What follows belongs to an exercise in optimizing a design on an open flow for a short achievable clock period and few clock cycles per item; a production flow would make more cautious choices. RTL that was checked went through simulation tests only; none was proved equivalent to the original. No functional check of the RTL was part of runs 2, 3 and 5. No driver is modelled on the clock port, so clock power and skew are understated where the tree is cut down; a real chip needs a root buffer or a tree. Power figures rest on the tool's default switching activity, not on a simulated workload.

$ cat design.v
module mem_responder #(
    parameter int ADDR_BITS = 8,
    parameter int LATENCY   = 2
) (
    input  logic        clk,
    input  logic        reset,
    input  logic        req_valid,
    output logic        req_ready,
    input  logic        req_wr,
    input  logic [31:0] req_addr,
    input  logic [31:0] req_wdata,
    input  logic [3:0]  req_be,
    output logic        resp_valid,
    input  logic        resp_ready,
    output logic [31:0] resp_rdata,
    output logic        resp_err
);
    localparam int WORDS  = 64;
    localparam int QDEPTH = 8;      
    logic [31:0] mem_q [WORDS];
    logic        v0;
    logic        wr0;
    logic [31:0] a0;
    logic [31:0] d0;
    logic [3:0]  be0;
    logic        ready_q;
    logic        acc;
    assign acc = req_valid && ready_q;
    always_ff @(posedge clk) begin
        v0  <= acc && !reset;
        wr0 <= req_wr;
        a0  <= req_addr;
        d0  <= req_wdata;
        be0 <= req_be;
    end
    logic        be_ok0;
    logic        err0;
    always_comb begin
        case (be0)
            4'b0001, 4'b0010, 4'b0100, 4'b1000,
            4'b0011, 4'b1100, 4'b1111: be_ok0 = 1'b1;
            default:                   be_ok0 = 1'b0;
        endcase
        err0 = (a0[31:8] != 24'd0) || !be_ok0;
    end
    logic        v1;
    logic        err1;
    logic        rz1;        
    logic [5:0]  idx1;
    logic [31:0] d1;
    logic [3:0]  web1 [WORDS];
    always_ff @(posedge clk) begin
        v1   <= v0 && !reset;
        err1 <= err0;
        rz1  <= err0 || wr0;
        idx1 <= a0[7:2];
        d1   <= d0;
        for (int w = 0; w < WORDS; w++)
            web1[w] <= (v0 && wr0 && !err0 && a0[7:2] == 6'(w)) ? be0 : 4'b0000;
    end
    always_ff @(posedge clk) begin
        for (int w = 0; w < WORDS; w++)
            for (int b = 0; b < 4; b++)
                if (web1[w][b]) mem_q[w][8*b +: 8] <= d1[8*b +: 8];
    end
    logic        v2;
    logic        err2;
    logic        rz2;
    logic [2:0]  hi2;
    logic [31:0] rda2 [8];
    always_ff @(posedge clk) begin
        v2   <= v1 && !reset;
        err2 <= err1;
        rz2  <= rz1;
        hi2  <= idx1[5:3];
        for (int g = 0; g < 8; g++)
            rda2[g] <= mem_q[{3'(g), idx1[2:0]}];
    end
    logic        v3;
    logic        err3;
    logic [31:0] rd3;
    always_ff @(posedge clk) begin
        v3   <= v2 && !reset;
        err3 <= err2;
        rd3  <= rz2 ? 32'd0 : rda2[hi2];
    end
    logic        ov;
    logic [32:0] od;
    logic [32:0] fifo [QDEPTH];
    logic [2:0]  wp, rp;
    logic [3:0]  fcnt;
    logic [3:0]  cnt;           
    logic        take, refill, fnz, push, pop;
    logic [32:0] head;
    logic [3:0]  cnt_d;
    assign take   = ov && resp_ready;
    assign refill = !ov || resp_ready;
    assign fnz    = (fcnt != 4'd0);
    assign pop    = refill && fnz;
    assign push   = v3 && !(refill && !fnz);
    assign head   = fnz ? fifo[rp] : {err3, rd3};
    always_comb begin
        cnt_d = cnt;
        if (acc && !take)      cnt_d = cnt + 4'd1;
        else if (!acc && take) cnt_d = cnt - 4'd1;
    end
    always_ff @(posedge clk) begin
        if (v3) fifo[wp] <= {err3, rd3};
        if (refill) od <= head;
    end
    always_ff @(posedge clk) begin
        if (reset) begin
            ov      <= 1'b0;
            wp      <= 3'd0;
            rp      <= 3'd0;
            fcnt    <= 4'd0;
            cnt     <= 4'd0;
            ready_q <= 1'b1;
        end else begin
            if (refill) ov <= fnz || v3;
            if (push) wp <= wp + 3'd1;
            if (pop)  rp <= rp + 3'd1;
            if (push && !pop)      fcnt <= fcnt + 4'd1;
            else if (pop && !push) fcnt <= fcnt - 4'd1;
            cnt     <= cnt_d;
            ready_q <= (cnt_d < 4'(QDEPTH));
        end
    end
    assign req_ready  = ready_q;
    assign resp_valid = ov;
    assign resp_rdata = od[31:0];
    assign resp_err   = od[32];
endmodule
$ cat run.sh
#!/bin/bash
# synth_recipe.tcl (not shown) runs the flow's synth.tcl, then flattens the netlist and writes it again
# the make line also repeats each setting of config.mk as NAME=value (left out here)
make -C /OpenROAD-flow-scripts/flow DESIGN_CONFIG=/design/flow/config.mk WORK_HOME=/design/flow/orfs CLKGATE_MAP_FILE= SYNTH_SCRIPT=/design/flow/synth_recipe.tcl finish
$ cat config.mk
export PLATFORM = sky130hd
export DESIGN_NAME = mem_responder
export DESIGN_NICKNAME = mem_responder
export VERILOG_FILES = /design/flow/design.v
export SDC_FILE = /design/flow/constraint.sdc
export NUM_CORES = 4
export LEC_CHECK = 0
export CAP_MARGIN = 20
export CORE_MARGIN = 2
export CORE_UTILIZATION = 40
export SLEW_MARGIN = 20
$ cat constraint.sdc
create_clock -name core_clock -period 5.0 [get_ports {clk}]
set_input_delay 1.0000 -clock core_clock [delete_from_list [all_inputs] [get_ports {clk}]]
set_output_delay 1.0000 -clock core_clock [all_outputs]
set_load 0.01 [all_outputs]
==> impl_metrics.yaml, run 1 <==
place:
  place.gp.congestion: 0.841
  post_dp_cell_area_sq_um: 112000
  dp_hpwl_um: 165000
  port-buffer-count: 105
floorplanning:
  die_h_um: 521
  core_sq_um: 265000
  die_w_um: 521
  initial_core_util_pct: 40.2
  num_rows: 189
  ios: 108
  die-area_sq_um: 271000
synthesis:
  synth_xor_area_share_pct: 0.0492
  ys.flop_type: "edfxtp_1"
  yosysWarnings: 4
  ys_top_cells_by_area: "edfxtp_1 (66%), dfxtp_1 (13%), mux4_2 (3.6%), nor2_1 (2.3%), mux2i_1 (1.9%)"
  yosysSeqAreaShare_pct: 78.7
  ys_seq_elements: 3025
  synthArstFlopShare_pct: 0
  syn_nets: 6271
  synth.most_common_cell: "edfxtp_1"
  syn_area_per_cell_sq_um: 17.2
  synth_adder_area_share_pct: 0.113
  netlist.top_cell.by_area: "edfxtp_1"
  synth_edf_count: 2345
  syn_area_sq_um: 107000
  synth_cell_types: 64
  synth_top_family_by_area: "compound AO/OA/AOI/OAI gates"
  synth_compound_area_share_pct: 7.15
  muxShareOfSynthArea_pct: 7.11
  synth_top_area_share_pct: 66.0
  synthCells: 6189
  synthTopCellsByCount: "edfxtp_1 (2345), dfxtp_1 (680), nor2_1 (651), nand2_1 (283), mux2i_1 (200)"
  synth-simple-area-share_pct: 4.89
clock_tree:
  cts_setup_buffers: 0
  cts_buffers: 315
  cts_resized: 0
  path_clk_slew_ps: 60
  h-tree-depth: 5
  root_buffer: "clkbuf_16"
  cts_tree: "yes"
  cts_sinks: 3025
  clk_latency_ps: 950
  cts_max_path_buffers: 4
  ctsHoldBuffers: 0
worst_setup_path:
  cp-end-kind: "register"
  startpoint: "idx1[0]$_DFF_P_"
  reg2reg_setup_slack_ps: 1670
  crit_path_max_incr_delay_ps: 900
  critPathRequiredTime_ps: 5830
  worstRegToRegCells: 6
  startpoint_type: "register"
  crit_arrival_ps: 4160
  worstPathCellList: "buf_4 > buf_4 > mux2_2 > a221oi_1 > o22ai_1 > o21a_1"
  cpMostUsedCell: "buf_4"
  slowest_stage: "dfxtp_4"
  crit_end: "rda2[2][14]$_DFF_P_"
  r2r_end: "rda2[2][14]$_DFF_P_"
  rr_startpoint: "idx1[0]$_DFF_P_"
  setup.worst_path.class: "register to register"
  crit_path_max_fanout: 42
detailed_routing:
  ant_nets: 0
  vias: 57491
  drt-total-wl_um: 291000
  wl_met3_um: 25200
  wl_met1_um: 119000
  vias_per_cell: 5.65
  highest_layer: "met4"
  drt_iter0_markers: 7441
  wl_per_cell_um: 28.6
  route.met2.wl_um: 136000
  drt_pre_antenna_iters: 6
  drc_errors: 0
timing:
  min_period_over_period_pct: 66.6
  max_slew.worst_pin.slew_ps: 1310
  final_hold_viol_count: 0
  max-slew-margin-rel_pct: 12.2
  setup_viol: 0
  tns_ps: 0
  fin_crit_ps: 3330
  skew_ps: 70.7
  drv_slew: 0
  fmax_mhz: 300
  rsz0062_at_grt: "no"
  hold_slack_ps: 321
power:
  power.leakage_uw: 0.0400
  ir_drop_mv: 0.407
  power_density_nw_per_um2: 443
global_routing:
  grt_max_degree: 112
  antenna_found_initial: 16
  grt_pass1_vias: 56299
  grt.total_usage_pct: 21.1
  grt_overflow_total: 0
  grt_pass1_wl_um: 412000
min_path:
  min_path_cells: 0
  min-delay-path-class: "register to register"
final_layout:
  area_growth_pct: 14.4
  fin_nets: 6477
  drive_above_1_share_pct: 16.1
  post-route-util_pct: 46.0
  final_area_sq_um: 122000
run:
  drv_cap: 0
status:
  status: "complete, no violations"
-- cell usage in the layout, fill, tap and decap left out, types with 16 or more instances in the layout --
master	n
clkinv_2	52
a221oi_1	94
dfxtp_2	37
a31oi_1	68
nor2b_1	78
nor2_1	638
clkbuf_16	329
buf_4	146
clkdlybuf4s50_1	105
bufinv_16	16
mux2_2	158
a222oi_1	42
dfxtp_1	638
o221a_2	17
nor3_1	33
mux2i_1	200
nand3_1	26
o221ai_1	140
o21ai_0	74
nand2b_1	57
clkinv_1	24
mux4_2	169
nand2_1	281
a22o_1	104
clkbuf_1	73
a22oi_1	112
o2bb2ai_1	82
clkbuf_8	47
o22a_1	33
a21oi_1	179
inv_1	25
edfxtp_1	2345
-- state kept, by name, summed over array words and instances, names as in the netlist, 6 cells and up, named ones only --
name and flops:
web1 256, d0 32, od 33, idx1 6
fifo 264, rd3 32, rda2 256, mem_q 2048
d1 32, a0 30
-- metrics by stage --
step / cells / total power, uW / setup WS, ps
2_1_floorplan: 6189 / 30200 / 1760
3_3_place_gp: 9611 / 31700 / 1430
3_5_place_dp: 9611 / 31800 / 1540
4_1_cts: 10169 / 54500 / 1630
5_1_grt: 10170 / 55700 / 1490
6_report: 10170 / 54200 / 1670
-- cells by family after synthesis --
logic type | after synthesis
buf+inv | 407
xor+xnor | 6
simple gates | 1204
fa+ha+maj | 9
compound gates | 1011
flops | 3025
mux | 527
-- metal layers --
metal  global-route usage (%)  vias up
met5                        0        -
met4                     7.54        0
met3                     4.11      527
met2                     33.3     2700
met1                     29.0    29796
li1                         -    24468
-- report_power, final --
| group | leakage [uW] | switching, uW | total [uW] | internal, uW |
|---|---|---|---|---|
| logic | 0.00804 | 2090 | 3410 | 1320 |
| registers | 0.0269 | 331 | 27800 | 27400 |
| clock network | 0.00501 | 9410 | 23000 | 13600 |
| total | 0.0400 | 11800 | 54200 | 42300 |
-- worst min path at each step --
stage,start,end,slack [ps]
after floorplan,d0[0]$_DFF_P_,d1[0]$_DFF_P_,310
after global placement,d0[8]$_DFF_P_,d1[8]$_DFF_P_,310
after detailed placement,idx1[3]$_DFF_P_,hi2[0]$_DFF_P_,310
after CTS,d0[17]$_DFF_P_,d1[17]$_DFF_P_,320
after global routing,d0[1]$_DFF_P_,d1[1]$_DFF_P_,330
final,d0[17]$_DFF_P_,d1[17]$_DFF_P_,320
-- cell type report --
class	instances	area (sq um)
clock buffers	450	9160
repair buffers	266	2450
well taps	3533	4420
multi-input cells	2757	20900
fillers	22529	143000
clock inverters	108	986
inverters	30	133
flip-flops and latches	3025	84100
diodes	1	2.50
-- critical path, delay by kind of cell, from the launching register on --
kind                   cells  cell delay, ps
AO/OA/AOI/OAI              3             510
multiplexers               1             410
flip-flops                 1             900
buffers and inverters      2            1320
Testbench counts, summed over its fixed seeds: cycles 4,840, items 4,800.
==> inputs of run 2 (changes only) <==
--- a/design.v
+++ b/design.v
@@ -47,6 +47,5 @@
     logic        err1;
-    logic        rz1;        
-    logic [5:0]  idx1;
     logic [31:0] d1;
-    logic [3:0]  web1 [WORDS];
+    logic [3:0]  web1 [WORDS];    
+    logic        rsel1 [WORDS];   
     always_ff @(posedge clk) begin
@@ -54,7 +53,7 @@
         err1 <= err0;
-        rz1  <= err0 || wr0;
-        idx1 <= a0[7:2];
         d1   <= d0;
-        for (int w = 0; w < WORDS; w++)
-            web1[w] <= (v0 && wr0 && !err0 && a0[7:2] == 6'(w)) ? be0 : 4'b0000;
+        for (int w = 0; w < WORDS; w++) begin
+            web1[w]  <= (v0 && wr0 && !err0 && a0[7:2] == 6'(w)) ? be0 : 4'b0000;
+            rsel1[w] <= !wr0 && !err0 && a0[7:2] == 6'(w);
+        end
     end
@@ -67,4 +66,2 @@
     logic        err2;
-    logic        rz2;
-    logic [2:0]  hi2;
     logic [31:0] rda2 [8];
@@ -73,6 +70,9 @@
         err2 <= err1;
-        rz2  <= rz1;
-        hi2  <= idx1[5:3];
-        for (int g = 0; g < 8; g++)
-            rda2[g] <= mem_q[{3'(g), idx1[2:0]}];
+        for (int g = 0; g < 8; g++) begin
+            logic [31:0] acc_g;
+            acc_g = 32'd0;
+            for (int k = 0; k < 8; k++)
+                acc_g = acc_g | (mem_q[8*g+k] & {32{rsel1[8*g+k]}});
+            rda2[g] <= acc_g;
+        end
     end
@@ -82,5 +82,8 @@
     always_ff @(posedge clk) begin
+        logic [31:0] acc_r;
+        acc_r = 32'd0;
+        for (int g = 0; g < 8; g++) acc_r = acc_r | rda2[g];
         v3   <= v2 && !reset;
         err3 <= err2;
-        rd3  <= rz2 ? 32'd0 : rda2[hi2];
+        rd3  <= acc_r;
     end
--- a/config.mk
+++ b/config.mk
@@ -10,2 +10,4 @@
 export CORE_UTILIZATION = 40
+export SETUP_SLACK_MARGIN = 3
 export SLEW_MARGIN = 20
+export TNS_END_PERCENT = 100
==> run 2 against run 1 <==
Still clean on timing, DRC and antenna; final area shrank 2.7%; worst hold slack gained 2.9 ps; register-to-register slack gained 920 ps; die area shrank 5.5%; flip-flop and latch count grew 53; utilization grew 1.3 points; power shrank 2.6%; combinational power shrank 41%; non-clock buffer count grew 92; critical endpoint is now resp_rdata[26]; highest routed layer unchanged.
==> impl_metrics.yaml, run 2 <==
worst_setup_path:
  crit_family: "flip-flops"
  setup.worst_path.class: "register to output port"
  crit_path_max_fanout: 1
  cp_num_buf_inv: 1
  crit_path_max_incr_delay_ps: 430
  worstPathCellList: "buf_2"
  critPathRequiredTime_ps: 4000
  crit_arrival_ps: 1520
  slowest_stage: "edfxtp_1"
  startpoint_type: "register"
  cp-end-kind: "output port"
timing:
  final_hold_viol_count: 0
  max-slew-margin-rel_pct: 20.9
  tns_ps: 0
  fmax_mhz: 397
  fin_crit_ps: 2520
  min_period_over_period_pct: 50.4
  rsz0062_at_grt: "yes"
  setup_viol: 0
  hold_slack_ps: 324
  max_slew.worst_pin.slew_ps: 1170
  skew_ps: 68.6
  drv_slew: 0
synthesis:
  yosysSeqAreaShare_pct: 84.4
  netlist.top_cell.by_area: "edfxtp_1"
  synth.most_common_cell: "edfxtp_1"
  synthTopCellsByCount: "edfxtp_1 (2345), a22oi_1 (1024), dfxtp_1 (733), nor2_1 (282), nand4_1 (265)"
  syn_area_sq_um: 101000
  ys.flop_type: "edfxtp_1"
  ys_top_cells_by_area: "edfxtp_1 (70%), dfxtp_1 (15%), a22oi_1 (7.6%), nand4_1 (1.6%), mux4_2 (1.5%)"
  synthCells: 5392
  synth_edf_count: 2345
  synthArstFlopShare_pct: 0
  yosysWarnings: 5
  syn_nets: 5475
  synth_top_area_share_pct: 69.9
  synth_cell_types: 46
  syn_area_per_cell_sq_um: 18.7
  ys_seq_elements: 3078
detailed_routing:
  drt_pre_antenna_iters: 6
  vias: 52977
  drc_errors: 0
  wl_per_cell_um: 28.2
  vias_per_cell: 5.64
  drt-total-wl_um: 265000
  ant_nets: 0
  drt_iter0_markers: 6772
clock_tree:
  clk_latency_ps: 930
  root_buffer: "clkbuf_16"
  cts_sinks: 3078
  path_clk_slew_ps: 60
  ctsHoldBuffers: 0
  h-tree-depth: 5
  cts_tree: "yes"
  cts_buffers: 318
  cts_max_path_buffers: 4
final_layout:
  top_register: "mem_q"
  fill_cells: 20703
  layout_commonest_cell: "edfxtp_1"
  drive_above_1_share_pct: 18.4
  fin_nets: 5881
  reg_top3: "mem_q: 2048 flops, fifo: 264 flops"
  area_growth_pct: 17.9
  largest_reg_flops: 2048
  final_cell_mix: "edfxtp_1 (2345), a22oi_1 (1024), dfxtp_1 (683)"
  final_area_sq_um: 119000
power:
  power.leakage_uw: 0.0383
  power_density_nw_per_um2: 444
  ir_drop_mv: 0.350
global_routing:
  grt.total_usage_pct: 19.6
  grt_pass1_wl_um: 367000
  antenna_found_initial: 11
  grt_max_degree: 68
  grt_overflow_total: 0
  grt_pass1_vias: 51730
place:
  place.gp.congestion: 0.812
  post_dp_cell_area_sq_um: 106000
  port-buffer-count: 105
  dp_hpwl_um: 147000
run:
  drv_cap: 0
floorplanning:
  die_h_um: 506
  num_rows: 184
  ios: 108
  initial_core_util_pct: 40.2
  die-area_sq_um: 256000
  core_sq_um: 251000
  die_w_um: 506
status:
  status: "complete, no violations"
min_path:
  min-delay-path-class: "register to register"
==> run 2: final cells by class <==
| cell class | instances | area [sq um] | share of cell area, % |
|---|---|---|---|
| clock inverter | 113 | 1090 | 0.917 |
| antenna | 3 | 7.51 | 0.00632 |
| clock buffer | 449 | 9020 | 7.59 |
| sequential | 3078 | 85200 | 71.7 |
| tap | 3348 | 4190 | 3.52 |
| timing repair buffer | 358 | 3660 | 3.08 |
| multi-input combinational | 2034 | 15700 | 13.2 |
| inverter | 8 | 32.5 | 0.0274 |
==> run 2: what timing repair did <==
action | CTS | global route
gates cloned | 8 | 20
setup buffers | 59 | 35
pin swaps | 21 | 104
resized for setup | 234 | 263
endpoints found under the setup margin | 404 | 325
endpoints found under the hold margin | 0 | 0
==> run 2: power by group <==
group | total (uW) | switching [uW] | internal [uW]
logic | 2000 | 1190 | 812
registers | 27800 | 152 | 27700
clock network | 22900 | 9430 | 13500
==> run 2: metrics by stage <==
step	total power, uW	setup WS, ps	cells	utilization (%)
2_1_floorplan	29500	2450	5392	-
4_1_cts	53000	2420	9333	46.7
6_report	52800	2480	9391	47.4
5_1_grt	54300	2420	9389	47.4
3_5_place_dp	30200	1750	8704	42.3
3_3_place_gp	30200	1670	8704	42.3
==> run 2: cell families (layout without fill, tap and decap cells) <==
group / Yosys count / count (layout) / synth area share, %
DFF: 3078 / 3078 / 84.4
AOI/OAI and AO/OA: 1074 / 1074 / 7.90
and+or+nand+nor: 834 / 841 / 4.40
buffers and inverters: 287 / 928 / 1.26
muxes: 102 / 102 / 1.83
adders and majority gates: 10 / 10 / 0.132
xor gates and xnor gates: 7 / 7 / 0.0608
other: 0 / 3 / 0
==> run 2: final timing paths <==
kind | startpoint | endpoint | slack, ps | cells past startpoint
max | od[26]$_DFFE_PN_ | resp_rdata[26] | 2480 | 1
min | d0[15]$_DFF_P_ | d1[15]$_DFF_P_ | 320 | 0
max reg2reg | fcnt[3]$_SDFFE_PP0P_ | fcnt[3]$_SDFFE_PP0P_ | 2590 | 10
min reg2reg | d0[15]$_DFF_P_ | d1[15]$_DFF_P_ | 320 | 0
==> run 2: per-layer routing <==
layer / track usage, % / vias up / share of wire (%)
li1: - / 22577 / -
met2: 31.3 / 2537 / 48
met1: 27.6 / 27448 / 41
met3: 3.95 / 415 / 9.0
met5: 0 / - / 0
met4: 5.18 / 0 / 2.5
==> inputs of run 3 (changes only) <==
--- a/config.mk
+++ b/config.mk
@@ -9,3 +9,4 @@
 export CORE_MARGIN = 2
-export CORE_UTILIZATION = 40
+export CORE_UTILIZATION = 65
+export PLACE_DENSITY = 0.75
 export SETUP_SLACK_MARGIN = 3
==> run 3 against run 2 <==
Worst setup slack got worse by 6.1 ps; sequential share of layout area rose by 1.3 points; clock skew fell by 11 ps; combinational power barely moved.
==> impl_metrics.yaml, run 3 <==
synthesis:
  synth_cell_types: 46
  syn_nets: 5475
  synth.most_common_cell: "edfxtp_1"
  synth_top_family_by_area: "compound AO/OA/AOI/OAI gates"
  yosysSeqAreaShare_pct: 84.4
  syn_area_per_cell_sq_um: 18.7
  ys_top_cells_by_area: "edfxtp_1 (70%), dfxtp_1 (15%), a22oi_1 (7.6%), nand4_1 (1.6%), mux4_2 (1.5%)"
  synthTopCellsByCount: "edfxtp_1 (2345), a22oi_1 (1024), dfxtp_1 (733), nor2_1 (282), nand4_1 (265)"
  ys_seq_elements: 3078
  synth_xor_area_share_pct: 0.0608
  muxShareOfSynthArea_pct: 1.83
  synthCells: 5392
  synth-simple-area-share_pct: 4.40
  synth_compound_area_share_pct: 7.90
  synth_edf_count: 2345
  netlist.top_cell.by_area: "edfxtp_1"
  ys.flop_type: "edfxtp_1"
  synthArstFlopShare_pct: 0
  synth_adder_area_share_pct: 0.132
  yosysWarnings: 5
  synth_top_area_share_pct: 69.9
  syn_area_sq_um: 101000
final_layout:
  post-route-util_pct: 75.8
  final_area_sq_um: 117000
  area_growth_pct: 15.9
  largest_reg_flops: 2048
  fin_nets: 5847
  final_cell_mix: "edfxtp_1 (2345), a22oi_1 (1024), dfxtp_1 (680)"
  drive_above_1_share_pct: 18.0
  layout_commonest_cell: "edfxtp_1"
  reg_top3: "mem_q: 2048 flops, fifo: 264 flops"
  top_register: "mem_q"
  fill_cells: 7872
timing:
  min_period_over_period_pct: 50.5
  drv_slew: 0
  fmax_mhz: 396
  fin_crit_ps: 2530
  max-slew-margin-rel_pct: 14.1
  rsz0062_at_grt: "yes"
  tns_ps: 0
  max_slew.worst_pin.slew_ps: 1280
  final_hold_viol_count: 0
  setup_viol: 0
  skew_ps: 57.4
clock_tree:
  clk_latency_ps: 930
  cts_tree: "yes"
  root_buffer: "clkbuf_16"
  cts_max_path_buffers: 4
  ctsHoldBuffers: 0
  cts_buffers: 300
  path_clk_slew_ps: 60
  cts_sinks: 3078
  h-tree-depth: 5
global_routing:
  grt_max_degree: 68
  gr-max-usage-layer: "met2"
  global_route.usage.met3_pct: 8.37
  grt_overflow_total: 0
  grt_pass1_wl_um: 367000
  grt_pass1_vias: 53705
  grt.total_usage_pct: 32.3
  grt.met2_usage_pct: 50.8
  antenna_found_initial: 21
  met1_usage_pct: 43.6
floorplanning:
  core_sq_um: 154000
  die-area_sq_um: 158000
  num_rows: 144
  die_w_um: 398
  initial_core_util_pct: 65.4
  ios: 108
  die_h_um: 398
detailed_routing:
  drt_iter0_markers: 7507
  ant_nets: 0
  vias: 55111
  vias_per_cell: 6.84
  drc_errors: 0
  wl_per_cell_um: 32.9
  drt-total-wl_um: 265000
  drt_pre_antenna_iters: 6
power:
  ir_drop_mv: 0.440
  power_density_nw_per_um2: 445
  power.leakage_uw: 0.0379
worst_setup_path:
  cp_num_buf_inv: 1
  crit_family: "flip-flops"
  startpoint_type: "register"
  worstPathCellList: "buf_2"
  cp-end-kind: "output port"
  slowest_stage: "edfxtp_1"
  crit_path_max_fanout: 1
  crit_path_max_incr_delay_ps: 460
  setup.worst_path.class: "register to output port"
  crit_arrival_ps: 1530
  critPathRequiredTime_ps: 4000
place:
  place.gp.congestion: 0.853
  dp_hpwl_um: 140000
  port-buffer-count: 105
  post_dp_cell_area_sq_um: 104000
min_path:
  min-delay-path-class: "register to register"
run:
  drv_cap: 0
status:
  status: "complete, no violations"
run 3: cell counts after synthesis:
No cell type changed its count.
run 3: cell families (layout without fill, tap and decap cells):
group,after synthesis,count (layout)
compound gates,1074,1074
xor+xnor,7,7
fa+ha+maj,10,10
buf+inv,287,876
flops,3078,3078
mux,102,102
other cells,0,18
simple gates,834,844
run 3: repair_timing:
item	CTS	global route
gates resized for setup	247	256
pin swaps	29	114
setup buffers	74	30
endpoints found under the setup margin	447	270
cloned	11	11
run 3: layout make-up:
type                       count  area [sq um]  area share [%]
timing repair buffer         339          3600            3.09
multi-input combinational   2037         15800            13.5
tap                         2044          2560            2.19
clock buffer                 442          8820            7.55
antenna                       18          45.0          0.0386
clock inverter                87           769           0.659
sequential                  3078         85200            72.9
inverter                       8          32.5          0.0278
run 3: power breakdown:
part / switching [uW] / internal, uW
clock network: 9270 / 12800
registers: 245 / 27700
logic: 1140 / 841
run 3: worst paths after layout:
check                            start                    to  slack [ps]  cells past startpoint
setup / recovery       od[5]$_DFFE_PN_         resp_rdata[5]        2470                      1
setup reg to reg  fcnt[2]$_SDFFE_PP0P_  fcnt[3]$_SDFFE_PP0P_        2520                     10
hold / removal          d0[10]$_DFF_P_        d1[10]$_DFF_P_         320                      0
hold reg to reg         d0[10]$_DFF_P_        d1[10]$_DFF_P_         320                      0
run 3: metal layers:
layer  routed length, um  vias to the layer above
li1                    -                    22473
met1               92800                    27862
met2              126000                     4076
met3               32900                      686
met4               13200                       14
met5                  95                        -
run 3: through the flow:
step / power, uW / std cells / hold WS (ps) / setup WS [ps]
6_report: 52000 / 8053 / 318 / 2470
5_1_grt: 53200 / 8047 / 328 / 2420
4_1_cts: 51900 / 7993 / 321 / 2420
3_5_place_dp: 30200 / 7379 / 312 / 1730
3_3_place_gp: 30100 / 7379 / 309 / 1750
2_1_floorplan: 29500 / 5392 / 310 / 2450
==> inputs of run 4 (changes only) <==
==> design.v (replaced) <==
module mem_responder #(
    parameter int ADDR_BITS = 8,
    parameter int LATENCY   = 2
) (
    input  logic        clk,
    input  logic        reset,
    input  logic        req_valid,
    output logic        req_ready,
    input  logic        req_wr,
    input  logic [31:0] req_addr,
    input  logic [31:0] req_wdata,
    input  logic [3:0]  req_be,
    output logic        resp_valid,
    input  logic        resp_ready,
    output logic [31:0] resp_rdata,
    output logic        resp_err
);
    localparam int WORDS  = 64;
    localparam int QDEPTH = 4;      
    localparam int QW     = 2;        
    logic [31:0] mem_q [WORDS];
    logic        ready_q;
    logic        acc;
    assign acc = req_valid && ready_q;
    logic        take_req;
    assign take_req = acc && !reset;
    logic        be_ok;
    logic        err;
    always_comb begin
        case (req_be)
            4'b0001, 4'b0010, 4'b0100, 4'b1000,
            4'b0011, 4'b1100, 4'b1111: be_ok = 1'b1;
            default:                   be_ok = 1'b0;
        endcase
        err = (req_addr[31:8] != 24'd0) || !be_ok;
    end
    logic        v1;
    logic        err1;
    logic [31:0] d1;
    logic [3:0]  web1 [WORDS];    
    logic        rsel1 [WORDS];   
    always_ff @(posedge clk) begin
        v1   <= take_req;
        err1 <= err;
        d1   <= req_wdata;
        for (int w = 0; w < WORDS; w++) begin
            web1[w]  <= (take_req && req_wr && !err && req_addr[7:2] == 6'(w)) ? req_be : 4'b0000;
            rsel1[w] <= !req_wr && !err && req_addr[7:2] == 6'(w);
        end
    end
    always_ff @(posedge clk) begin
        for (int w = 0; w < WORDS; w++)
            for (int b = 0; b < 4; b++)
                if (web1[w][b]) mem_q[w][8*b +: 8] <= d1[8*b +: 8];
    end
    logic        v2;
    logic        err2;
    logic [31:0] rda2 [8];
    always_ff @(posedge clk) begin
        v2   <= v1 && !reset;
        err2 <= err1;
        for (int g = 0; g < 8; g++) begin
            logic [31:0] acc_g;
            acc_g = 32'd0;
            for (int k = 0; k < 8; k++)
                acc_g = acc_g | (mem_q[8*g+k] & {32{rsel1[8*g+k]}});
            rda2[g] <= acc_g;
        end
    end
    logic [31:0] rd;
    always_comb begin
        rd = 32'd0;
        for (int g = 0; g < 8; g++) rd = rd | rda2[g];
    end
    logic          ov;
    logic [32:0]   od;
    logic [32:0]   fifo [QDEPTH];
    logic [QW-1:0] wp, rp, rp1;
    logic [QW:0]   qn;            
    logic [QW:0]   cnt;           
    logic        take;
    logic [32:0] inc;
    logic [32:0] head_keep, head_next;
    logic        ov_keep, ov_next;
    logic [QW:0] cnt_d;
    assign take = ov && resp_ready;
    assign inc  = {err2, rd};
    assign rp1  = rp + 1'b1;
    assign ov_keep   = (qn != '0) || v2;
    assign head_keep = (qn != '0) ? fifo[rp] : inc;
    assign ov_next   = (qn > (QW+1)'(1)) || v2;
    assign head_next = (qn > (QW+1)'(1)) ? fifo[rp1] : inc;
    always_comb begin
        cnt_d = cnt;
        if (acc && !take)      cnt_d = cnt + 1'b1;
        else if (!acc && take) cnt_d = cnt - 1'b1;
    end
    always_ff @(posedge clk) begin
        if (v2) fifo[wp] <= inc;
        od <= take ? head_next : head_keep;
    end
    always_ff @(posedge clk) begin
        if (reset) begin
            ov      <= 1'b0;
            wp      <= '0;
            rp      <= '0;
            qn      <= '0;
            cnt     <= '0;
            ready_q <= 1'b1;
        end else begin
            ov <= take ? ov_next : ov_keep;
            if (v2)   wp <= wp + 1'b1;
            if (take) rp <= rp1;
            if (v2 && !take)      qn <= qn + 1'b1;
            else if (take && !v2) qn <= qn - 1'b1;
            cnt     <= cnt_d;
            ready_q <= (cnt_d < (QW+1)'(QDEPTH));
        end
    end
    assign req_ready  = ready_q;
    assign resp_valid = ov;
    assign resp_rdata = od[31:0];
    assign resp_err   = od[32];
endmodule
--- a/config.mk
+++ b/config.mk
@@ -9,4 +9,3 @@
 export CORE_MARGIN = 2
-export CORE_UTILIZATION = 65
-export PLACE_DENSITY = 0.75
+export CORE_UTILIZATION = 45
 export SETUP_SLACK_MARGIN = 3
==> run 4 against run 3 <==
Still clean; fmax rose by 6.5%; non-clock buffer count fell by 18; sequential power fell by 8.2%; count of clock-buffer cells in the layout fell by 35; routed wire length fell by 0.59%; critical path type unchanged; final area fell by 3.6%; flip-flop and latch count fell by 239; synthesized cell count rose by 3.6%; critical endpoint is now resp_valid.
==> impl_metrics.yaml, run 4 <==
detailed_routing:
  wl_per_cell_um: 29.8
  vias: 54787
  ant_nets: 0
  drt_iter0_markers: 6721
  drt-total-wl_um: 263000
  vias_per_cell: 6.21
  drc_errors: 0
  drt_pre_antenna_iters: 6
final_layout:
  drive_above_1_share_pct: 15.4
  top_register: "mem_q"
  area_growth_pct: 15.7
  reg_top3: "mem_q: 2048 flops, rda2: 256 flops, web1: 256 flops"
  layout_commonest_cell: "edfxtp_1"
  largest_reg_flops: 2048
  fin_nets: 5847
  final_cell_mix: "edfxtp_1 (2180), a22oi_1 (1024), dfxtp_1 (592)"
timing:
  max_slew.worst_pin.slew_ps: 1140
  hold_slack_ps: 347
  tns_ps: 0
  fmax_mhz: 422
  skew_ps: 52.2
  fin_crit_ps: 2370
  drv_slew: 0
  min_period_over_period_pct: 47.4
  rsz0062_at_grt: "yes"
  max-slew-margin-rel_pct: 23.7
  setup_viol: 0
  final_hold_viol_count: 0
worst_setup_path:
  worstRegToRegCells: 3
  rr_startpoint: "rda2[2][1]$_DFF_P_"
  crit_path_max_incr_delay_ps: 340
  setup.worst_path.class: "register to output port"
  cp_num_buf_inv: 1
  critPathRequiredTime_ps: 4000
  reg2reg_setup_slack_ps: 2980
  worstPathCellList: "buf_6"
  startpoint_type: "register"
  r2r_end: "od[1]$_DFF_P_"
  crit_arrival_ps: 1370
  slowest_stage: "dfxtp_4"
  crit_path_max_fanout: 2
  crit_family: "flip-flops"
  cp-end-kind: "output port"
power:
  power.leakage_uw: 0.0356
  power_density_nw_per_um2: 427
  ir_drop_mv: 0.397
clock_tree:
  cts_tree: "yes"
  h-tree-depth: 5
  root_buffer: "clkbuf_16"
  path_clk_slew_ps: 60
  ctsHoldBuffers: 0
  cts_sinks: 2839
  cts_buffers: 294
  cts_max_path_buffers: 4
  clk_latency_ps: 910
global_routing:
  grt_pass1_wl_um: 375000
  grt_pass1_vias: 52941
  grt_overflow_total: 0
  grt.total_usage_pct: 23.5
  grt_max_degree: 81
  antenna_found_initial: 19
synthesis:
  synth_cell_types: 52
  yosysWarnings: 5
  ys.flop_type: "edfxtp_1"
  syn_area_per_cell_sq_um: 17.4
  ys_seq_elements: 2839
  netlist.top_cell.by_area: "edfxtp_1"
  syn_nets: 5670
  yosysSeqAreaShare_pct: 80.8
  synth_edf_count: 2180
  synthArstFlopShare_pct: 0
  synthCells: 5584
  ys_top_cells_by_area: "edfxtp_1 (67%), dfxtp_1 (14%), a22oi_1 (7.9%), nor4_1 (2.4%), nand4_1 (1.7%)"
  synth_top_area_share_pct: 67.3
  synthTopCellsByCount: "edfxtp_1 (2180), a22oi_1 (1024), dfxtp_1 (659), nor4_1 (373), clkbuf_1 (322)"
  synth.most_common_cell: "edfxtp_1"
  syn_area_sq_um: 97300
min_path:
  min-delay-path-class: "register to register"
  hold_path_end: "err2$_DFF_P_"
  holdCritStartpoint: "err1$_DFF_P_"
  min_path_cells: 0
place:
  port-buffer-count: 105
  dp_hpwl_um: 151000
  place.gp.congestion: 0.809
run:
  drv_cap: 0
floorplanning:
  core_sq_um: 215000
  die_h_um: 469
  die_w_um: 469
  die-area_sq_um: 220000
  ios: 108
  num_rows: 170
  initial_core_util_pct: 45.3
status:
  status: "complete, no violations"
run 4: cell types whose count changed after synthesis, sizes merged, moves of 33 or more:
cell    delta
buf       +73
clkbuf    +93
nand3    +256
edfxtp   -165
dfxtp     -74
nor4     +320
nor2     -348
and3      +33
run 4: worst max path at each step:
stage	start	endpoint	slack (ps)	cells past startpoint
6_report	ov$_SDFF_PP0_	resp_valid	2630	1
5_1_grt	ready_q$_SDFF_PP1_	req_ready	2590	1
4_1_cts	od[16]$_DFF_P_	resp_rdata[16]	2570	1
3_5_place_dp	req_addr[4]	web1[28][3]$_SDFF_PN0_	1200	5
3_3_place_gp	req_addr[4]	web1[28][3]$_SDFF_PN0_	1250	5
2_1_floorplan	resp_ready	cnt[2]$_SDFF_PP0_	2830	7
run 4: kinds of logic after synthesis:
| kind of cell | Yosys count | share of synthesized area, % |
|---|---|---|
| flops | 2839 | 80.8 |
| compound gates | 1103 | 8.66 |
| simple gates | 1100 | 6.72 |
| buf+inv | 455 | 1.98 |
| mux | 69 | 1.58 |
| fa+ha+maj | 13 | 0.167 |
| xor+xnor | 5 | 0.0450 |
run 4: layout make-up:
type	instances	area, sq um
Tap cell	2838	3550
Fill cell	17131	102000
Sequential cell	2839	78800
Inverter	10	53.8
Clock inverter	106	1070
Timing Repair Buffer	321	3230
Antenna cell	4	10.0
Multi-Input combinational cell	2295	17800
Clock buffer	407	8120
run 4: power breakdown:
group | internal, uW | total (uW) | switching [uW]
Combinational | 549 | 1450 | 903
Clock | 12500 | 21000 | 8590
Sequential | 25500 | 25600 | 180
Total | 38500 | 48100 | 9670
run 4: metrics by stage:
| stage | area (sq um) | setup WS (ps) | total power, uW | std cells | util (%) |
|---|---|---|---|---|---|
| global route | 113000 | 2590 | 49400 | 8817 | 52.4 |
| finish | 113000 | 2630 | 48100 | 8820 | 52.4 |
| global placement | 102000 | 1250 | 27400 | 8237 | 47.3 |
| CTS | 112000 | 2570 | 48400 | 8813 | 52.1 |
| floorplan | 97900 | 2830 | 26800 | 5584 | - |
| detailed placement | 102000 | 1200 | 27400 | 8237 | 47.3 |
run 4: what timing repair did:
item,in CTS,in global routing
setup buffers,49,2
pin swaps,15,4
gates resized for setup,274,120
gates cloned,14,1
endpoints found under the setup margin,421,288
run 4: routing by layer:
layer | part of all wire [%] | wire length, um | track usage [%] | vias up
met1 | 42 | 109000 | 33.0 | 28525
met4 | 2.8 | 7430 | 6.80 | 4
li1 | - | - | - | 23351
met3 | 7.9 | 20800 | 4.07 | 468
met5 | 0.0087 | 23 | 0 | -
met2 | 48 | 126000 | 37.8 | 2439
Testbench counts of run 4, summed over its fixed seeds: cycles 4,824, items 4,800.
==> inputs of run 5 (changes only) <==
--- a/design.v
+++ b/design.v
@@ -19,3 +19,3 @@
     localparam int QDEPTH = 4;      
-    localparam int QW     = 2;        
+    localparam int QW     = $clog2(QDEPTH);
     logic [31:0] mem_q [WORDS];
==> flow/run.sh (new file) <==
#!/bin/bash
# Own flow: the standard layout (standard.sh), with one change after clock
# tree synthesis (flow/post_cts_hook.tcl): the leaf buffers that ORFS's CTS made
# (each driving a cluster of flip-flop clock pins) are kept, and the levels
# above them are replaced by four buffers driven by the clock port, each at the
# centre of a group of nearby leaf buffers. Every register's clock passes
# through two buffer levels.
set -euo pipefail
W=$(pwd)
export POST_CTS_TCL="$W/flow/post_cts_hook.tcl"
bash "$W/standard.sh" > "$W/standard.log" 2>&1
==> flow/post_cts.tcl (new file) <==

proc pc_center {inst} {
  set b [$inst getBBox]
  return [list [expr {([$b xMin] + [$b xMax]) / 2.0}] [expr {([$b yMin] + [$b yMax]) / 2.0}]]
}

# k-means on points {x y}; returns {assignment centres_x centres_y}
proc pc_kmeans {pts k iters} {
  set n [llength $pts]
  set k [expr {min($k, $n)}]
  # start from k points spread through the list sorted by angle around the centre
  set mx 0.0; set my 0.0
  foreach p $pts { set mx [expr {$mx + [lindex $p 0]}]; set my [expr {$my + [lindex $p 1]}] }
  set mx [expr {$mx / $n}]; set my [expr {$my / $n}]
  set keyed {}
  set i 0
  foreach p $pts {
    lappend keyed [list [expr {atan2([lindex $p 1] - $my, [lindex $p 0] - $mx)}] $i]
    incr i
  }
  set keyed [lsort -real -index 0 $keyed]
  set cx {}; set cy {}
  for {set c 0} {$c < $k} {incr c} {
    set idx [lindex $keyed [expr {int(($c + 0.5) * $n / $k)}] 1]
    lappend cx [expr {($mx + [lindex $pts $idx 0]) / 2.0}]
    lappend cy [expr {($my + [lindex $pts $idx 1]) / 2.0}]
  }
  for {set it 0} {$it < $iters} {incr it} {
    set asg {}
    foreach p $pts {
      lassign $p x y
      set best 0; set bd 1e30
      for {set c 0} {$c < $k} {incr c} {
        set dx [expr {$x - [lindex $cx $c]}]; set dy [expr {$y - [lindex $cy $c]}]
        set d [expr {$dx * $dx + $dy * $dy}]
        if {$d < $bd} { set bd $d; set best $c }
      }
      lappend asg $best
    }
    set sx [lrepeat $k 0.0]; set sy [lrepeat $k 0.0]; set sn [lrepeat $k 0]
    foreach p $pts a $asg {
      lset sx $a [expr {[lindex $sx $a] + [lindex $p 0]}]
      lset sy $a [expr {[lindex $sy $a] + [lindex $p 1]}]
      lset sn $a [expr {[lindex $sn $a] + 1}]
    }
    for {set c 0} {$c < $k} {incr c} {
      if {[lindex $sn $c] > 0} {
        lset cx $c [expr {[lindex $sx $c] / [lindex $sn $c]}]
        lset cy $c [expr {[lindex $sy $c] / [lindex $sn $c]}]
      }
    }
  }
  return [list $asg $cx $cy]
}

proc pc_out_net {inst} {
  foreach it [$inst getITerms] {
    if {[$it getIoType] eq "OUTPUT" && [$it getNet] ne "NULL"} { return [$it getNet] }
  }
  return ""
}

proc my_flatten_clock_top {ngroups buf} {
  set db [ord::get_db]
  set block [ord::get_db_block]
  set rnet [[$block findBTerm clk] getNet]
  # Walk the tree from the port
  set cells {}
  set todo [list $rnet]
  while {[llength $todo]} {
    set net [lindex $todo 0]; set todo [lrange $todo 1 end]
    foreach it [$net getITerms] {
      if {[$it getIoType] ne "INPUT"} continue
      set inst [$it getInst]
      if {[[$inst getMaster] isSequential]} continue
      lappend cells $inst
      set o [pc_out_net $inst]
      if {$o ne ""} { lappend todo $o }
    }
  }
  set leaves {}
  set others {}
  foreach inst $cells {
    set o [pc_out_net $inst]
    set isleaf 0
    if {$o ne ""} {
      foreach it [$o getITerms] {
        if {[$it getIoType] eq "INPUT" && [[[$it getInst] getMaster] isSequential]} { set isleaf 1; break }
      }
    }
    if {$isleaf} { lappend leaves $inst } else { lappend others $inst }
  }
  # A leaf whose net also feeds other tree cells would lose them: keep the tree then
  foreach inst $leaves {
    foreach it [[pc_out_net $inst] getITerms] {
      if {[$it getIoType] eq "INPUT" && ![[[$it getInst] getMaster] isSequential]} {
        if {[lsearch -exact $others [$it getInst]] >= 0 && [pc_out_net [$it getInst]] ne ""} {
          puts "post_cts: leaf [$inst getName] also drives tree cells, tree kept"
          return 0
        }
      }
    }
  }
  puts "post_cts: [llength $leaves] leaf buffers kept, [llength $others] upper tree cells removed"
  foreach inst $leaves { [$inst findITerm A] disconnect }
  set dead {}
  foreach inst $others {
    set o [pc_out_net $inst]
    if {$o ne ""} { lappend dead $o }
    odb::dbInst_destroy $inst
  }
  foreach net $dead { odb::dbNet_destroy $net }
  set pts {}
  foreach inst $leaves { lappend pts [pc_center $inst] }
  lassign [pc_kmeans $pts $ngroups 30] asg gx gy
  set m [$db findMaster $buf]
  set nets {}
  set sizes {}
  for {set g 0} {$g < [llength $gx]} {incr g} {
    set inst [odb::dbInst_create $block $m "clkbuf_top_$g"]
    set net [odb::dbNet_create $block "clknet_top_$g"]
    $net setSigType CLOCK
    set w [$m getWidth]; set h [$m getHeight]
    $inst setLocation [expr {int([lindex $gx $g] - $w / 2)}] [expr {int([lindex $gy $g] - $h / 2)}]
    $inst setPlacementStatus PLACED
    [$inst findITerm X] connect $net
    [$inst findITerm A] connect $rnet
    lappend nets $net
    lappend sizes 0
  }
  foreach inst $leaves a $asg {
    [$inst findITerm A] connect [lindex $nets $a]
    lset sizes $a [expr {[lindex $sizes $a] + 1}]
  }
  puts "post_cts: port drives [llength $nets] buffers, leaf buffers per group: $sizes"
  return 1
}
==> flow/post_cts_hook.tcl (new file) <==
# Runs at the end of ORFS's cts.tcl (POST_CTS_TCL).
source [file join [file dirname $::env(POST_CTS_TCL)] post_cts.tcl]
if {[my_flatten_clock_top 4 sky130_fd_sc_hd__clkbuf_16]} {
  detailed_placement
  estimate_parasitics -placement
  repair_timing_helper
  detailed_placement
  check_placement -verbose
  estimate_parasitics -placement
  report_clock_latency
  report_worst_slack
}
==> standard.sh (new file) <==
#!/bin/bash
# synth_recipe.tcl (not shown) runs the flow's synth.tcl, then flattens the netlist and writes it again
# the make line also repeats each setting of config.mk as NAME=value (left out here)
make -C /OpenROAD-flow-scripts/flow DESIGN_CONFIG=/design/flow/config.mk WORK_HOME=/design/flow/orfs CLKGATE_MAP_FILE= SYNTH_SCRIPT=/design/flow/synth_recipe.tcl "${@:-finish}"
--- a/config.mk
+++ b/config.mk
@@ -10,2 +10,4 @@
 export CORE_UTILIZATION = 45
+export CTS_CLUSTER_DIAMETER = 100
+export CTS_CLUSTER_SIZE = 25
 export SETUP_SLACK_MARGIN = 3
removed: run.sh
==> run 5 against run 4 <==
Flip-flop and latch count stayed put; global-route usage grew 0.066 points; clock skew is 35 ps higher; final area decreased by 3.6%; fmax rose by 12%; critical path depth unchanged; largest cell class unchanged; largest power group unchanged.
==> impl_metrics.yaml, run 5 <==
timing:
  min_period_over_period_pct: 42.4
  final_hold_viol_count: 0
  fmax_mhz: 471
  skew_ps: 87.2
  drv_slew: 0
  max-slew-margin-rel_pct: 23.0
  setup_viol: 0
  rsz0062_at_grt: "yes"
  fin_crit_ps: 2120
  tns_ps: 0
  max_slew.worst_pin.slew_ps: 1150
  finalWorstSetupSlack_ps: 2880
synthesis:
  syn_nets: 5670
  synth_cell_types: 52
  ys.flop_type: "edfxtp_1"
  synth.most_common_cell: "edfxtp_1"
  ys_top_cells_by_area: "edfxtp_1 (67%), dfxtp_1 (14%), a22oi_1 (7.9%), nor4_1 (2.4%), nand4_1 (1.7%)"
  synth_xor_area_share_pct: 0.0450
  syn_area_sq_um: 97300
  syn_area_per_cell_sq_um: 17.4
  synth_top_family_by_area: "compound AO/OA/AOI/OAI gates"
  synth_compound_area_share_pct: 8.66
  synth_adder_area_share_pct: 0.167
  synth_edf_count: 2180
  netlist.top_cell.by_area: "edfxtp_1"
  synthCells: 5584
  yosysSeqAreaShare_pct: 80.8
  synth_top_area_share_pct: 67.3
  ys_seq_elements: 2839
  synthTopCellsByCount: "edfxtp_1 (2180), a22oi_1 (1024), dfxtp_1 (659), nor4_1 (373), clkbuf_1 (322)"
  yosysWarnings: 5
  synth-simple-area-share_pct: 6.72
  synthArstFlopShare_pct: 0
  muxShareOfSynthArea_pct: 1.58
worst_setup_path:
  reg2reg_setup_slack_ps: 3050
  startpoint_type: "register"
  crit_path_max_fanout: 2
  crit_family: "flip-flops"
  cp_num_buf_inv: 1
  worstRegToRegCells: 3
  rr_startpoint: "rda2[1][25]$_DFF_P_"
  r2r_end: "od[25]$_DFF_P_"
  crit_path_max_incr_delay_ps: 360
  crit_arrival_ps: 1120
  cp-end-kind: "output port"
  worstPathCellList: "buf_6"
  critPathRequiredTime_ps: 4000
  setup.worst_path.class: "register to output port"
  slowest_stage: "dfxtp_4"
final_layout:
  fin_nets: 5730
  drive_above_1_share_pct: 14.2
  layout_commonest_cell: "edfxtp_1"
  area_growth_pct: 11.5
  reg_top3: "mem_q: 2048 flops, rda2: 256 flops, web1: 256 flops"
  largest_reg_flops: 2048
  final_cell_mix: "edfxtp_1 (2180), a22oi_1 (1024), dfxtp_1 (592)"
  top_register: "mem_q"
power:
  p_sw_uw: 7750
  power.total_uw: 38000
  power.leakage_uw: 0.0336
  cell_internal_pwr_uw: 30200
  netSwitchingFraction_pct: 20.4
  p_seq_share_pct: 67.4
  combinationalPowerShare_pct: 4.2
  p_clk_share_pct: 28.4
  ir_drop_mv: 0.475
  power_density_nw_per_um2: 350
clock_tree:
  path_clk_slew_ps: 100
  cts_sinks: 2839
  clk_latency_ps: 680
min_path:
  min-delay-path-class: "register to register"
  holdCritStartpoint: "err1$_DFF_P_"
  hold_path_end: "err2$_DFF_P_"
  min_path_cells: 0
detailed_routing:
  vias_per_cell: 6.42
  drt-total-wl_um: 270000
  drt_iter0_markers: 7158
  wl_per_cell_um: 31.8
  drc_errors: 0
  vias: 54443
  drt_pre_antenna_iters: 6
  wl_met1_um: 113000
  route.met2.wl_um: 129000
  wl_met3_um: 20600
  highest_layer: "met5"
  ant_nets: 0
global_routing:
  grt_max_degree: 75
  grt_overflow_total: 0
  grt_pass1_wl_um: 376000
  antenna_found_initial: 18
  grt_pass1_vias: 51813
  grt.total_usage_pct: 23.6
floorplanning:
  core_sq_um: 215000
  ios: 108
  die-area_sq_um: 220000
  die_w_um: 469
  num_rows: 170
  die_h_um: 469
  initial_core_util_pct: 45.3
place:
  port-buffer-count: 105
  pre_cts_ws_ps: 1200
  dp_hpwl_um: 151000
  place.gp.congestion: 0.809
run:
  drv_cap: 0
status:
  status: "complete, no violations"
run 5: changes by cell type in the layout (fill, tap and decap cells not counted), sizes merged, moves of 2 or more:
| cell | before | now |
|---|---|---|
| clkinvlp | 2 | 0 |
| diode | 4 | 2 |
| inv | 16 | 11 |
| dlymetal6s2s | 2 | 0 |
| clkbuf | 410 | 136 |
| buf | 253 | 311 |
| clkdlybuf4s50 | 55 | 32 |
| bufbuf | 2 | 4 |
| bufinv | 22 | 0 |
| clkinv | 76 | 0 |
| dlygate4sd2 | 1 | 8 |
run 5: cell families (layout without fill, tap and decap cells):
family	Yosys count	count (layout)
adders and majority gates	13	13
AOI/OAI and AO/OA	1103	1104
other	0	2
buffers and inverters	455	507
and+or+nand+nor	1100	1105
xor gates and xnor gates	5	5
DFF	2839	2839
muxes	69	69
run 5: metrics by stage:
step	hold WS, ps	cell area (sq um)	std cells	utilization (%)
global route	352	108000	8480	50.5
global placement	342	102000	8237	47.3
floorplan	310	97900	5584	-
detailed placement	334	102000	8237	47.3
finish	350	108000	8482	50.5
run 5: worst max-delay path by stage:
| stage | endpoint | depth (start not counted) | start |
|---|---|---|---|
| after floorplan | cnt[2]$_SDFF_PP0_ | 7 | resp_ready |
| after global placement | web1[28][3]$_SDFF_PN0_ | 5 | req_addr[4] |
| after detailed placement | web1[28][3]$_SDFF_PN0_ | 5 | req_addr[4] |
| after global routing | req_ready | 1 | ready_q$_SDFF_PP1_ |
| final | req_ready | 1 | ready_q$_SDFF_PP1_ |
run 5: layout make-up, clock buffers not listed:
cell class	count	area (sq um)
Fill cell	17464	106000
Buffer	4	100
Sequential cell	2839	78800
Antenna cell	2	5.00
Timing Repair inverter	1	8.76
Multi-Input combinational cell	2296	18600
Tap cell	2838	3550
Inverter	10	53.8
Timing Repair Buffer	377	4550
run 5: power by group through the flow:
stage                     Combinational, uW  Clock, uW  Sequential, uW
after floorplan                         696          0           26200
after global placement                 1270          0           26100
after detailed placement               1290          0           26200
after global routing                   1680      11700           25600
final                                  1600      10800           25600
run 5: layer usage:
layer | up-vias | track usage, %
met5 | - | 0
met4 | 2 | 5.96
met3 | 354 | 3.16
met2 | 2544 | 38.3
met1 | 28684 | 33.8
li1 | 22859 | -
==> inputs of run 6 (changes only) <==
--- a/design.v
+++ b/design.v
@@ -19,3 +19,3 @@
     localparam int QDEPTH = 4;      
-    localparam int QW     = $clog2(QDEPTH);
+    localparam int QW     = 2;        
     logic [31:0] mem_q [WORDS];
@@ -38,2 +38,3 @@
     logic        err1;
+    logic        wen1;            
     logic [31:0] d1;
@@ -44,6 +45,7 @@
         err1 <= err;
+        wen1 <= take_req && req_wr && !err;
         d1   <= req_wdata;
         for (int w = 0; w < WORDS; w++) begin
-            web1[w]  <= (take_req && req_wr && !err && req_addr[7:2] == 6'(w)) ? req_be : 4'b0000;
-            rsel1[w] <= !req_wr && !err && req_addr[7:2] == 6'(w);
+            web1[w]  <= (req_wr && req_addr[7:2] == 6'(w)) ? req_be : 4'b0000;
+            rsel1[w] <= !req_wr && req_addr[7:2] == 6'(w);
         end
@@ -53,3 +55,3 @@
             for (int b = 0; b < 4; b++)
-                if (web1[w][b]) mem_q[w][8*b +: 8] <= d1[8*b +: 8];
+                if (wen1 && web1[w][b]) mem_q[w][8*b +: 8] <= d1[8*b +: 8];
     end
@@ -73,2 +75,3 @@
         for (int g = 0; g < 8; g++) rd = rd | rda2[g];
+        if (err2) rd = 32'd0;
     end
==> flow/run.sh (replaced) <==
#!/bin/bash
# Own flow: the standard layout (standard.sh), with one change after clock
# tree synthesis (flow/post_cts_hook.tcl, flow/post_cts.tcl): the leaf buffers
# that ORFS's CTS made (each driving a cluster of flip-flop clock pins) are
# kept, and the levels above them are rebuilt as 12 inverters, each at the
# centre of a group of nearby leaf buffers, driven by 4 inverters that the
# clock port drives. Every register's clock passes through the same three
# levels.
set -euo pipefail
W=$(pwd)
export POST_CTS_TCL="$W/flow/post_cts_hook.tcl"
bash "$W/standard.sh" > "$W/standard.log" 2>&1
--- a/flow/post_cts.tcl
+++ b/flow/post_cts.tcl
@@ -62,3 +62,10 @@
 
-proc my_flatten_clock_top {ngroups buf} {
+proc pc_in_term {inst} {
+  foreach it [$inst getITerms] {
+    if {[$it getIoType] eq "INPUT" && [[$it getMTerm] getSigType] ni {POWER GROUND}} { return $it }
+  }
+  error "no input on [$inst getName]"
+}
+
+proc my_rebuild_clock_top {leafcell levels} {
   set db [ord::get_db]
@@ -104,3 +111,3 @@
   puts "post_cts: [llength $leaves] leaf buffers kept, [llength $others] upper tree cells removed"
-  foreach inst $leaves { [$inst findITerm A] disconnect }
+  foreach inst $leaves { [pc_in_term $inst] disconnect }
   set dead {}
@@ -112,26 +119,65 @@
   foreach net $dead { odb::dbNet_destroy $net }
-  set pts {}
-  foreach inst $leaves { lappend pts [pc_center $inst] }
-  lassign [pc_kmeans $pts $ngroups 30] asg gx gy
-  set m [$db findMaster $buf]
-  set nets {}
-  set sizes {}
-  for {set g 0} {$g < [llength $gx]} {incr g} {
-    set inst [odb::dbInst_create $block $m "clkbuf_top_$g"]
-    set net [odb::dbNet_create $block "clknet_top_$g"]
-    $net setSigType CLOCK
-    set w [$m getWidth]; set h [$m getHeight]
-    $inst setLocation [expr {int([lindex $gx $g] - $w / 2)}] [expr {int([lindex $gy $g] - $h / 2)}]
-    $inst setPlacementStatus PLACED
-    [$inst findITerm X] connect $net
-    [$inst findITerm A] connect $rnet
-    lappend nets $net
-    lappend sizes 0
+  if {$leafcell ne ""} {
+    set lm [$db findMaster $leafcell]
+    set new {}
+    foreach inst $leaves { lappend new [pc_replace_cell $inst $lm] }
+    set leaves $new
   }
-  foreach inst $leaves a $asg {
-    [$inst findITerm A] connect [lindex $nets $a]
-    lset sizes $a [expr {[lindex $sizes $a] + 1}]
+  # Build the levels above the leaves, bottom up; the last level is driven by the port
+  set nodes $leaves
+  set lv 0
+  foreach level $levels {
+    lassign $level n cell
+    set pts {}
+    foreach inst $nodes { lappend pts [pc_center $inst] }
+    lassign [pc_kmeans $pts $n 30] asg gx gy
+    set m [$db findMaster $cell]
+    set nets {}
+    set made {}
+    set sizes {}
+    for {set g 0} {$g < [llength $gx]} {incr g} {
+      set inst [odb::dbInst_create $block $m "clkbuf_top${lv}_$g"]
+      set net [odb::dbNet_create $block "clknet_top${lv}_$g"]
+      $net setSigType CLOCK
+      set w [$m getWidth]; set h [$m getHeight]
+      $inst setLocation [expr {int([lindex $gx $g] - $w / 2)}] [expr {int([lindex $gy $g] - $h / 2)}]
+      $inst setPlacementStatus PLACED
+      foreach it [$inst getITerms] {
+        if {[[$it getMTerm] getSigType] in {POWER GROUND}} continue
+        if {[$it getIoType] eq "OUTPUT"} { $it connect $net }
+      }
+      lappend nets $net
+      lappend made $inst
+      lappend sizes 0
+    }
+    foreach inst $nodes a $asg {
+      [pc_in_term $inst] connect [lindex $nets $a]
+      lset sizes $a [expr {[lindex $sizes $a] + 1}]
+    }
+    puts "post_cts: level $lv: [llength $made] x $cell, fanout $sizes"
+    set nodes $made
+    incr lv
   }
-  puts "post_cts: port drives [llength $nets] buffers, leaf buffers per group: $sizes"
+  foreach inst $nodes { [pc_in_term $inst] connect $rnet }
+  puts "post_cts: port drives [llength $nodes] cells"
   return 1
 }
+
+# Replace a one-input, one-output cell by another of a different master
+proc pc_replace_cell {inst master} {
+  set block [ord::get_db_block]
+  set name [$inst getName]
+  set loc [$inst getLocation]
+  set in [[pc_in_term $inst] getNet]
+  set out [pc_out_net $inst]
+  odb::dbInst_destroy $inst
+  set new [odb::dbInst_create $block $master "${name}_r"]
+  $new setLocation {*}$loc
+  $new setPlacementStatus PLACED
+  foreach it [$new getITerms] {
+    if {[[$it getMTerm] getSigType] in {POWER GROUND}} continue
+    if {[$it getIoType] eq "OUTPUT"} { $it connect $out }
+    if {[$it getIoType] eq "INPUT" && $in ne "NULL"} { $it connect $in }
+  }
+  return $new
+}
--- a/flow/post_cts_hook.tcl
+++ b/flow/post_cts_hook.tcl
@@ -2,3 +2,5 @@
 source [file join [file dirname $::env(POST_CTS_TCL)] post_cts.tcl]
-if {[my_flatten_clock_top 4 sky130_fd_sc_hd__clkbuf_16]} {
+# Leaf buffers as CTS made them; above them 12 inverters, then 4 inverters
+# driven by the clock port (two inversions: the registers see the port's edge).
+if {[my_rebuild_clock_top "" {{12 sky130_fd_sc_hd__clkinv_16} {4 sky130_fd_sc_hd__clkinv_16}}]} {
   detailed_placement
==> run 6 against run 5 <==
Cell count shrank 2.1%; power rose by 1.3%; highest routed layer unchanged; utilization decreased by 0.99 points; synthesized cell count is 3.1% lower.
==> impl_metrics.yaml, run 6 <==
status:
  status: "complete, no violations"
final_layout:
  fill_cells: 17504
  top_register: "mem_q"
  multiInputGateArea_sq_um: 17300
  final_cell_mix: "edfxtp_1 (2180), a22oi_1 (1024), dfxtp_1 (561)"
  reg_top3: "mem_q: 2048 flops, rda2: 256 flops, web1: 256 flops"
  fin_nets: 5568
  seq_area_sq_um: 78800
  final_area_sq_um: 105000
  drive_above_1_share_pct: 13.6
  largest_reg_flops: 2048
  area_growth_pct: 9.12
  layout_commonest_cell: "edfxtp_1"
floorplanning:
  num_rows: 169
  die_h_um: 467
  die_w_um: 467
  die-area_sq_um: 218000
  core_sq_um: 213000
  initial_core_util_pct: 45.4
  ios: 108
synthesis:
  synthTopCellsByCount: "edfxtp_1 (2180), a22oi_1 (1024), dfxtp_1 (660), and2_1 (509), clkbuf_1 (276)"
  syn_area_per_cell_sq_um: 17.8
  ys.flop_type: "edfxtp_1"
  synth_top_area_share_pct: 67.8
  synth_cell_types: 52
  synth_edf_count: 2180
  netlist.top_cell.by_area: "edfxtp_1"
  muxShareOfSynthArea_pct: 1.59
  synthCells: 5409
  synth_xor_area_share_pct: 0.0454
  synth.most_common_cell: "edfxtp_1"
  synthArstFlopShare_pct: 0
  syn_area_sq_um: 96500
  synth_compound_area_share_pct: 8.58
  synth_top_family_by_area: "compound AO/OA/AOI/OAI gates"
  ys_top_cells_by_area: "edfxtp_1 (68%), dfxtp_1 (14%), a22oi_1 (8.0%), and2_1 (3.3%), nand4_1 (1.7%)"
  syn_nets: 5495
  ys_seq_elements: 2840
  yosysSeqAreaShare_pct: 81.5
  synth_adder_area_share_pct: 0.169
  yosysWarnings: 5
  synth-simple-area-share_pct: 6.59
timing:
  final_hold_viol_count: 0
  drv_slew: 0
  max_slew.worst_pin.slew_ps: 1160
  tns_ps: 0
  skew_ps: 87.5
  finalWorstSetupSlack_ps: 2970
  hold_slack_ps: 339
  setup_viol: 0
  fmax_mhz: 492
  rsz0062_at_grt: "yes"
  max-slew-margin-rel_pct: 22.6
  fin_crit_ps: 2030
  min_period_over_period_pct: 40.6
worst_setup_path:
  startpoint_type: "register"
  setup.worst_path.class: "register to register"
  crit_arrival_ps: 2340
  crit_path_max_fanout: 5
  critPathRequiredTime_ps: 5310
  cp-end-kind: "register"
power:
  power_density_nw_per_um2: 365
  ir_drop_mv: 0.373
  power.leakage_uw: 0.0329
global_routing:
  antenna_found_initial: 12
  grt.total_usage_pct: 23.4
  grt_pass1_vias: 48478
  grt_overflow_total: 0
  grt_max_degree: 114
  grt_pass1_wl_um: 365000
detailed_routing:
  drt_pre_antenna_iters: 6
  wl_per_cell_um: 31.4
  vias: 50375
  ant_nets: 0
  drt_iter0_markers: 5861
  vias_per_cell: 6.06
  drt-total-wl_um: 261000
  drc_errors: 0
clock_tree:
  clk_latency_ps: 450
  path_clk_slew_ps: 100
  cts_sinks: 2840
run:
  drv_cap: 0
place:
  dp_hpwl_um: 160000
  port-buffer-count: 105
  place.gp.congestion: 0.822
  post_dp_cell_area_sq_um: 101000
  pre_cts_ws_ps: 1160
min_path:
  min-delay-path-class: "register to register"
run 6: layout make-up, clock buffers not listed:
type / count / share of cell area, %
Sequential cell: 2840 / 74.8
Multi-Input combinational cell: 2250 / 16.4
Inverter: 26 / 0.494
Tap cell: 2821 / 3.35
Antenna cell: 6 / 0.0143
Timing Repair Buffer: 249 / 2.16
run 6: path summary, 6_finish.rpt:
check	start	end	slack, ps	cells past startpoint
max	rda2[1][26]$_DFF_P_	od[26]$_DFF_P_	2970	3
min	err1$_DFF_P_	err2$_DFF_P_	340	0
max reg2reg	rda2[1][26]$_DFF_P_	od[26]$_DFF_P_	2970	3
min reg2reg	err1$_DFF_P_	err2$_DFF_P_	340	0
run 6: per-layer routing:
| layer | GRT usage, % | up-vias | part of all wire (%) |
|---|---|---|---|
| met5 | 0 | - | 0.0081 |
| met4 | 6.15 | 4 | 3.1 |
| met3 | 2.63 | 313 | 6.8 |
| met2 | 38.4 | 2004 | 48 |
| met1 | 33.3 | 26536 | 42 |
| li1 | - | 21518 | - |
run 6: stage by stage:
| step | utilization [%] | instances | power, uW |
|---|---|---|---|
| after floorplan | - | 5409 | 26700 |
| after global placement | 47.4 | 8133 | 27400 |
| after detailed placement | 47.4 | 8133 | 27400 |
| after global routing | 49.5 | 8303 | 39500 |
| final | 49.5 | 8307 | 38500 |
run 6: logic make-up (layout without fill, tap and decap cells):
family	after synthesis	count (layout)
other cells	0	6
mux	69	69
compound gates	1104	1104
simple gates	1058	1059
fa+ha+maj	13	13
buf+inv	320	390
xor+xnor	5	5
flops	2840	2840
run 6: critical path, stage by stage, from the launching register on:
cell	delay, ps
dfxtp_1	410
nor4_2	690
a21oi_1	410
a221o_1	410
run 6: where the power goes:
part | switching, uW | internal (uW) | leakage [uW]
Sequential | 146 | 25500 | 0.0249
Clock | 7060 | 4400 | 0.00160
Combinational | 897 | 503 | 0.00640
Testbench counts of run 6, summed over its fixed seeds: cycles 4,824, items 4,800.

-- static timing again, ports no longer ideal --
Ports are ideal in the flow. The routed layouts listed here were re-timed in OpenROAD. Step 1 assumes that a clkbuf_16 drives the clock port and a buf_2 every other input. Step 2 moves the port delays by t, midway between the first and last clock arrival at a register: inputs arrive t later, outputs are due t later. That takes back most of the time a late clock gives input paths. a / b / c = no drivers / after step 1 / after step 2; a / b = the first two.
run	shift t [ns]	setup WS [ns]	clock arrival spread, ns	slew at the worst register clock pin (ns)	pins driven straight from the clock port
run 1	1.007	1.672 / 1.672 / 1.487	0.075 / 0.075	0.07 / 0.07	1
run 2	0.989	2.480 / 2.391 / 1.964	0.085 / 0.086	0.07 / 0.07	1
run 3	0.981	2.474 / 2.397 / 1.706	0.063 / 0.062	0.08 / 0.08	1
run 4	0.977	2.628 / 2.547 / 1.992	0.068 / 0.068	0.06 / 0.06	1
run 5	0.827	2.878 / 2.694 / 2.278	0.092 / 0.091	0.11 / 0.11	4
run 6	0.722	2.968 / 2.751 / 2.506	0.109 / 0.110	0.10 / 0.10	4
After both steps setup and hold are still met in every run listed. For run 3, which loses most, drivers alone change the setup slack by -0.077 ns; drivers and shift together by -0.768 ns.
